What follows belongs to an exercise in optimizing a design on an open flow for small area, a short achievable clock period and few clock cycles per item; a production flow would make more cautious choices. No functional check of the RTL was part of this run.

==> design.v <==
module hilo_mdu (
  input  logic        clk,
  input  logic        rst,
  input  logic        op_valid,
  input  logic [2:0]  op,
  input  logic [31:0] src_a,
  input  logic [31:0] src_b,
  input  logic        cancel,
  output logic        busy,
  output logic        done,
  output logic [31:0] hi_out,
  output logic [31:0] lo_out
);
  logic s_mstep, s_mshft, s_mcorr, s_dnega, s_dskip, s_dstep, s_dnegq, s_dnegr;
  logic busy_q, done_q;
  logic [4:0]  cnt_q;      
  logic [31:0] hi_q, lo_q;
  logic        hx_q;       
  logic [31:0] bh_q, bl_q;   
  logic [31:0] z_q;          
  logic        prev_q;       
  logic        sgn_q;        
  logic        corr_q;       
  logic        bneg_q;       
  logic        qneg_q, rneg_q;
  logic        rz_q;         
  logic [34:0] add_a, add_b, add_bx, sum;
  logic        add_inv;
  logic [34:0] zext;
  assign zext = {{3{sgn_q & z_q[31]}}, z_q};
  logic bo_one, bo_two, bo_neg;
  assign bo_neg = lo_q[1];
  assign bo_one = lo_q[0] ^ prev_q;
  assign bo_two = (lo_q[1] & ~lo_q[0] & ~prev_q) | (~lo_q[1] & lo_q[0] & prev_q);
  logic m_shift;    
  assign m_shift = s_mshft | (s_mstep & rz_q & (cnt_q[1:0] == 2'd0));
  always_comb begin
    add_a = '0;
    if (s_mstep | s_mcorr) add_a = {{2{hx_q}}, hx_q, hi_q};
    if (s_dstep)           add_a = {2'b00, hi_q, lo_q[31]};
    if (s_dskip)           add_a = {10'd0, hi_q[24:0], lo_q[31:24]};
    if (s_mshft)           add_a = {{10{hx_q}}, hx_q, hi_q[31:8]};
  end
  always_comb begin
    add_b   = '0;
    add_inv = 1'b0;
    if (s_mstep) begin
      add_b   = ({35{bo_two}} & {zext[33:0], 1'b0}) | ({35{bo_one}} & zext);
      add_inv = bo_neg;
    end
    if (s_mcorr) add_b = zext;
    if (s_dskip | s_dstep) begin
      add_b   = zext;
      add_inv = ~bneg_q;
    end
    if (s_dnega | s_dnegq) begin     
      add_b   = {3'b000, lo_q};
      add_inv = 1'b1;
    end
    if (s_dnegr) begin               
      add_b   = {3'b000, hi_q};
      add_inv = 1'b1;
    end
  end
  assign add_bx = add_b ^ {35{add_inv}};
  logic [34:0] pg_g [0:6];
  logic [34:0] pg_p [0:6];
  assign pg_g[0] = {add_a[34:1] & add_bx[34:1], (add_a[0] & add_bx[0]) | ((add_a[0] ^ add_bx[0]) & add_inv)};
  assign pg_p[0] = add_a ^ add_bx;
  for (genvar l = 0; l < 6; l++) begin : g_lvl
    for (genvar i = 0; i < 35; i++) begin : g_bit
      if (((i >> l) & 1) == 1) begin : g_op
        localparam int J = ((i >> l) << l) - 1;
        assign pg_g[l+1][i] = pg_g[l][i] | (pg_p[l][i] & pg_g[l][J]);
        assign pg_p[l+1][i] = pg_p[l][i] & pg_p[l][J];
      end else begin : g_pass
        assign pg_g[l+1][i] = pg_g[l][i];
        assign pg_p[l+1][i] = pg_p[l][i];
      end
    end
  end
  assign sum = pg_p[0] ^ {pg_g[6][33:0], add_inv};
  logic q_bit;
  assign q_bit = ~sum[34];
  logic accept, go_mul, go_div, div_zero;
  assign accept   = ~busy_q & op_valid & ~cancel;
  assign go_mul   = accept & (op[2:1] == 2'b00);
  assign go_div   = accept & (op[2:1] == 2'b01);
  assign div_zero = (src_b == 32'd0);
  logic fin;
  logic n_mstep, n_mshft, n_mcorr, n_dnega, n_dskip, n_dstep, n_dnegq, n_dnegr;
  logic [4:0] cnt_d;
  logic [32:0] hi_d;
  logic [31:0] lo_d;
  logic last_m, last_g, last_d;
  assign last_m = (cnt_q[3:0] == 4'd15);
  assign last_g = (cnt_q[3:2] == 2'd3);
  assign last_d = (cnt_q == 5'd31);
  logic last_b;
  assign last_b = (cnt_q[4:3] == 2'd3);
  always_comb begin
    fin = 1'b0;
    {n_mstep, n_mshft, n_mcorr, n_dnega, n_dskip, n_dstep, n_dnegq, n_dnegr} = '0;
    cnt_d = cnt_q;
    hi_d  = {hx_q, hi_q};
    lo_d  = lo_q;
    if (m_shift) begin
      hi_d  = {{8{hx_q}}, hx_q, hi_q[31:8]};
      lo_d  = {hi_q[7:0], lo_q[31:8]};
      cnt_d = cnt_q + 5'd4;
      fin   = last_g & ~corr_q;
      n_mshft = ~last_g;
      n_mcorr = last_g & corr_q;
    end else if (s_mstep) begin
      hi_d  = sum[34:2];
      lo_d  = {sum[1:0], lo_q[31:2]};
      cnt_d = cnt_q + 5'd1;
      fin   = last_m & ~corr_q;
      n_mstep = ~last_m;
      n_mcorr = last_m & corr_q;
    end
    if (s_mcorr) begin
      hi_d = sum[32:0];
      fin  = 1'b1;
    end
    if (s_dnega) begin
      lo_d    = sum[31:0];
      n_dskip = 1'b1;
    end
    if (s_dskip) begin
      if (sum[34]) begin
        hi_d  = {1'b0, hi_q[23:0], lo_q[31:24]};
        lo_d  = {lo_q[23:0], 8'd0};
        cnt_d = cnt_q + 5'd8;
        fin     = last_b & ~(qneg_q | rneg_q);
        n_dskip = ~last_b;
        n_dnegq = last_b & qneg_q;
        n_dnegr = last_b & ~qneg_q & rneg_q;
      end else begin
        n_dstep = 1'b1;
      end
    end
    if (s_dstep) begin
      hi_d  = {1'b0, q_bit ? sum[31:0] : {hi_q[30:0], lo_q[31]}};
      lo_d  = {lo_q[30:0], q_bit};
      cnt_d = cnt_q + 5'd1;
      fin     = last_d & ~(qneg_q | rneg_q);
      n_dstep = ~last_d;
      n_dnegq = last_d & qneg_q;
      n_dnegr = last_d & ~qneg_q & rneg_q;
    end
    if (s_dnegq) begin
      lo_d    = sum[31:0];
      fin     = ~rneg_q;
      n_dnegr = rneg_q;
    end
    if (s_dnegr) begin
      hi_d = {1'b0, sum[31:0]};
      fin  = 1'b1;
    end
    if (busy_q & cancel) begin
      hi_d = {1'b0, bh_q};
      lo_d = bl_q;
      {n_mstep, n_mshft, n_mcorr, n_dnega, n_dskip, n_dstep, n_dnegq, n_dnegr} = '0;
    end
    if (!busy_q) begin
      cnt_d = '0;
      if (go_mul | (go_div & ~div_zero)) begin
        hi_d = '0;
        lo_d = src_a;
      end
      if (accept && op == 3'b100) hi_d = {1'b0, src_a};
      if (accept && op == 3'b101) lo_d = src_a;
      n_mstep = go_mul;
      n_dnega = go_div & ~div_zero & ~op[0] & src_a[31];
      n_dskip = go_div & ~div_zero & ~(~op[0] & src_a[31]);
    end
  end
  always_ff @(posedge clk or posedge rst) begin
    if (rst) begin
      busy_q  <= 1'b0;
      done_q  <= 1'b0;
      {s_mstep, s_mshft, s_mcorr, s_dnega, s_dskip, s_dstep, s_dnegq, s_dnegr} <= '0;
      hi_q    <= '0;
      lo_q    <= '0;
    end else begin
      {s_mstep, s_mshft, s_mcorr, s_dnega, s_dskip, s_dstep, s_dnegq, s_dnegr} <=
        {n_mstep, n_mshft, n_mcorr, n_dnega, n_dskip, n_dstep, n_dnegq, n_dnegr};
      if (busy_q) begin
        busy_q <= ~(cancel | fin);
        done_q <= ~cancel & fin;
      end else begin
        busy_q <= go_mul | (go_div & ~div_zero);
        done_q <= go_div & div_zero;
      end
      hi_q <= hi_d[31:0];
      lo_q <= lo_d;
    end
  end
  always_ff @(posedge clk) begin
    hx_q  <= hi_d[32];
    cnt_q <= cnt_d;
    if (!busy_q) begin
      bh_q   <= hi_q;
      bl_q   <= lo_q;
      z_q    <= src_b;
      prev_q <= 1'b0;
      rz_q   <= 1'b0;
      sgn_q  <= ~op[0];
      corr_q <= op[0] & src_a[31];
      bneg_q <= ~op[0] & src_b[31];
      qneg_q <= ~op[0] & (src_a[31] ^ src_b[31]);
      rneg_q <= ~op[0] & src_a[31];
    end else if (s_mstep) begin
      prev_q <= lo_q[1];
      case (cnt_q[3:2])
        2'd0:    rz_q <= (lo_q[25:1] == {25{lo_q[1]}});
        2'd1:    rz_q <= (lo_q[17:1] == {17{lo_q[1]}});
        default: rz_q <= (lo_q[9:1]  == {9{lo_q[1]}});
      endcase
    end
  end
  assign busy   = busy_q;
  assign done   = done_q;
  assign hi_out = hi_q;
  assign lo_out = lo_q;
endmodule
==> run.sh <==
#!/bin/bash
# synth_recipe.tcl (not shown) runs the flow's synth.tcl, then flattens the netlist and writes it again
# the make line also repeats each setting of config.mk as NAME=value (left out here)
make -C /OpenROAD-flow-scripts/flow DESIGN_CONFIG=/design/flow/config.mk WORK_HOME=/design/flow/orfs CLKGATE_MAP_FILE= SYNTH_SCRIPT=/design/flow/synth_recipe.tcl finish
==> config.mk <==
export PLATFORM = sky130hd
export DESIGN_NAME = hilo_mdu
export DESIGN_NICKNAME = hilo_mdu
export VERILOG_FILES = /design/flow/design.v
export SDC_FILE = /design/flow/constraint.sdc
export NUM_CORES = 4
export LEC_CHECK = 0
export CAP_MARGIN = 20
export CORE_MARGIN = 2
export CORE_UTILIZATION = 40
export SLEW_MARGIN = 20
==> constraint.sdc <==
create_clock -name core_clock -period 10.5 [get_ports {clk}]
set_input_delay 2.1000 -clock core_clock [delete_from_list [all_inputs] [get_ports {clk}]]
set_output_delay 2.1000 -clock core_clock [all_outputs]
set_load 0.01 [all_outputs]
==> out/results.ini <==
[timing]
final-hold-violation-count = 0
fin_crit_sh_pct = 62.2
timing.max_slew.rel_slack_pct = 20.0
report.final.setup_viol = 0
clock_skew_ns = 0.0216
maxClockFrequency_mhz = 153
hold-worst-slack_ns = 0.487
setup-tns-final_ns = 0
rsz_0062_raised_after_global_routing = false
slew_violations = 0
worst_slew_pin_slew_ns = 1.20
fin_crit_ns = 6.54

[clocking]
tritoncts = done
tritoncts_num_sinks = 183
cts_buffer_depth = 2
post_cts.repair.setup_buffers = 0
cts_max_level = 4
cts_hold_buffers = 0
clock_tree.root_cell = sky130_fd_sc_hd__clkbuf_16
cts-buffers-inserted = 17
post_cts_resize_count = 0
clkTransAtPathRegs_ns = 0.08
clk-insertion-delay-late_ns = 0.49

[drt]
dr.first_iter.drc_count = 2515
routed_wirelength_um = 69800
post_drt_wl_per_cell_um = 31.7
via_per_inst = 7.13
drc = 0
drtPass1Iterations = 8
route.antenna.remaining_nets = 0
via_count_of_the_routed_design = 15700

[place]
buffer_ports.inserted = 136
detailed_place.area_sq_um = 16000
dp.final_hpwl_um = 46600
gp_congestion = 0.986
dp.cells = 2167

[min_path]
worst_hold_path.num_cells = 2
worst_min_delay_path_startpoint = bh_q[15]
min_to = hi_q[15]
worst_hold_check_path_type = reg2reg

[global_route]
via_count_of_the_first_global_routing_pass = 14600
grt_overflow = 0
antenna_found_initial = 3
global_route_wire_length_before_repair_um = 100000
gr-usage-all-layers_pct = 37.6
largest_net_degree_at_the_start_of_global_routing = 79

[power_and_ir_drop]
design_power_total_w = 0.00516
max-vdd-ir-drop_uv = 201
p_leak_nw = 6.09
power_density_nw_per_um2 = 310

[floorplan]
start_util_pct = 40.4
num_rows = 69
core-area_sq_um = 35300
io-pin-count = 137
die_width_um = 193
die-area_sq_um = 37200
die_h_um = 193

[yosys]
synth-warning-count = 3
synth-main-ff-cell = sky130_fd_sc_hd__edfxtp_1
ys_ff_latch = 183
yosysUniqueCellTypes = 91
ys_async_sr_fraction_pct = 40.4
synth_enable_flop_cells = 101
synthCells = 1674
syn-mean-instance-area_sq_um = 8.52
synth.cell_area_sq_um = 14300
syn-num-nets = 1790
synth_seq_area_share_pct = 35.4

[finish]
final-instance-count-excl-fill = 2200
area_growth_syn_to_layout_pct = 16.7
layout.filler_cells = 3485
final-seq-area_sq_um = 5050
post-route-cell-area_sq_um = 16600
final_nets = 1841
fraction_of_layout_cells_with_a_size_suffix_above_1_pct = 7.94
multiInputGateArea_sq_um = 8370

[critical_path]
arrival_ns = 6.95
worst_reg2reg_startpoint = lo_q[1]
worstSetupStartpointType = flop
setup.worst_path.end_class = flop
timing.reg2reg.setup_slack_ns = 3.96
reg2reg_to = lo_q[31]
timing.reg2reg.worst_path_depth = 19
setup.worst_path.class = reg2reg
worst-path-max-fanout = 60
cp_data_required_time_ns = 10.91

[job]
max-cap-violations = 0

[status]
outcome = complete, no violations

[worst max path at each step]
| stage | from | to | slack, ns |
|---|---|---|---|
| 2_1_floorplan | lo_q[0] | hi_q[31] | 5.27 |
| 3_3_place_gp | src_b[18] | lo_q[22] | 4.17 |
| 3_5_place_dp | src_b[18] | lo_q[9] | 4.04 |
| 4_1_cts | lo_q[1] | lo_q[31] | 4.31 |
| 5_1_grt | lo_q[1] | lo_q[31] | 3.72 |
| 6_report | lo_q[1] | lo_q[31] | 3.96 |
[cells by family after synthesis]
group | synth area share (%)
AOI/OAI and AO/OA | 31.3
DFF | 35.4
buffers and inverters | 6.18
and+or+nand+nor | 14.4
adders and majority gates | 4.27
muxes | 4.39
xor gates and xnor gates | 4.05
[routing by layer]
layer / share of wire (%) / global-route usage [%] / wire length (um) / vias up
li1: - / - / - / 6511
met1: 38 / 49.4 / 26800 / 7601
met2: 41 / 52.7 / 28700 / 1250
met3: 14 / 12.7 / 9550 / 326
met4: 6.8 / 23.2 / 4720 / 4
met5: 0.040 / 0 / 28 / -
[placed cells by master, fill, tap and decap left out, types with 19 or more instances in the layout]
| cell | n |
|---|---|
| sky130_fd_sc_hd__nor2_1 | 165 |
| sky130_fd_sc_hd__a21oi_1 | 145 |
| sky130_fd_sc_hd__clkdlybuf4s50_1 | 136 |
| sky130_fd_sc_hd__nand2_1 | 133 |
| sky130_fd_sc_hd__o21ai_0 | 118 |
| sky130_fd_sc_hd__edfxtp_1 | 101 |
| sky130_fd_sc_hd__nor3_1 | 72 |
| sky130_fd_sc_hd__a211oi_1 | 72 |
| sky130_fd_sc_hd__dfrtp_1 | 70 |
| sky130_fd_sc_hd__buf_4 | 62 |
| sky130_fd_sc_hd__mux2i_1 | 58 |
| sky130_fd_sc_hd__a221oi_1 | 50 |
| sky130_fd_sc_hd__xnor2_1 | 48 |
| sky130_fd_sc_hd__inv_1 | 43 |
| sky130_fd_sc_hd__ha_1 | 39 |
| sky130_fd_sc_hd__o22ai_1 | 27 |
| sky130_fd_sc_hd__a221o_1 | 25 |
| sky130_fd_sc_hd__a222oi_1 | 24 |
| sky130_fd_sc_hd__nand3_1 | 21 |
| sky130_fd_sc_hd__o221ai_1 | 20 |
| sky130_fd_sc_hd__a22oi_1 | 19 |
[report_power, final]
part           internal [W]  total, W  switching (W)
Sequential          0.00105   0.00159       0.000540
Clock              0.000369  0.000704       0.000336
Combinational       0.00105   0.00287        0.00182
[critical path, stage by stage (launching register included)]
cell	delay, ns
sky130_fd_sc_hd__dfrtp_1	0.76
sky130_fd_sc_hd__or3b_2	0.53
sky130_fd_sc_hd__a2111oi_4	0.35
sky130_fd_sc_hd__buf_4	0.34
sky130_fd_sc_hd__a221oi_1	0.15
sky130_fd_sc_hd__nor3_1	0.30
sky130_fd_sc_hd__a21oi_1	0.10
sky130_fd_sc_hd__xnor2_1	0.18
sky130_fd_sc_hd__ha_1	0.37
sky130_fd_sc_hd__o21ai_0	0.13
sky130_fd_sc_hd__o21ai_0	0.16
sky130_fd_sc_hd__o21ai_1	0.12
sky130_fd_sc_hd__o21a_1	0.21
sky130_fd_sc_hd__o21ai_1	0.49
sky130_fd_sc_hd__a211o_2	0.19
sky130_fd_sc_hd__buf_4	0.58
sky130_fd_sc_hd__nand2_2	0.49
sky130_fd_sc_hd__o21ai_2	0.53
sky130_fd_sc_hd__a221oi_1	0.22
sky130_fd_sc_hd__nor2_1	0.16
[cells in the mapped netlist, drive strengths merged (6+ instances only)]
cell	number	area [sq um]
ha	39	488
xor2	17	156
edfxtp	101	3030
dfxtp	8	160
nor2	168	633
o22ai	27	169
o211ai	16	130
nand2	135	509
a31oi	16	100
mux2i	58	581
a22oi	20	155
o221ai	20	175
a21oi	147	743
a222oi	24	240
nor3	73	370
buf	43	236
and3	12	75.1
a2111oi	6	83.8
a221o	26	262
fa	6	120
inv	45	169
o21ai	136	703
nand3	21	105
a221oi	50	438
nand4	8	50.1
a211oi	77	606
nor4	17	113
o21bai	6	45.0
clkbuf	123	464
dfrtp	74	1850
a21o	8	60.1
and2	6	37.5
xnor2	48	420
o31ai	9	67.6
[layout make-up]
type                       count  area share, %
antenna                        1         0.0150
clock buffer                  18           2.64
clock inverter                14           1.08
inverter                      48           1.11
multi-input combinational   1277           50.3
sequential                   183           30.4
tap                          461           3.47
timing repair buffer         198           11.0
[per-stage QoR]
step           util [%]  worst slack, ns
3_5_place_dp       45.3             4.04
6_report           47.1             3.96
3_3_place_gp       45.3             4.17
4_1_cts            47.1             4.31
5_1_grt            47.1             3.72
2_1_floorplan         -             5.27
[state kept, by name (all words and copies together), names as in the netlist, 5 cells and up]
| name | count |
|---|---|
| bl_q | 32 |
| hi_q | 32 |
| z_q | 32 |
| cnt_q | 5 |
| bh_q | 32 |
| lo_q | 32 |

## port drivers added, routing unchanged
No port has a modelled driver above. Below, the same layout with a new extraction and two added sets of constraints.
Step 1, drivers: a clkbuf_16 drives clk and a buf_2 each remaining input, both assumed.
Step 2, shift: input delay + t, output delay - t, t = (earliest + latest rising clock arrival at the registers) / 2. This alone moves slack from input paths to output paths.
Three values: ideal ports, drivers, drivers and shift; two values: the first two.
t (ns): 0.531
slack for setup (ns): 3.965 / 3.965 / 3.965
hold WS [ns]: 0.487 / 0.487 / 0.487
clock arrival spread, ns: 0.022 / 0.022
cell pins on the clock port's net: 1
After both steps this run still meets setup and hold. The setup slack of this run moves by 0.000 ns with the drivers and by 0.000 ns with both steps.
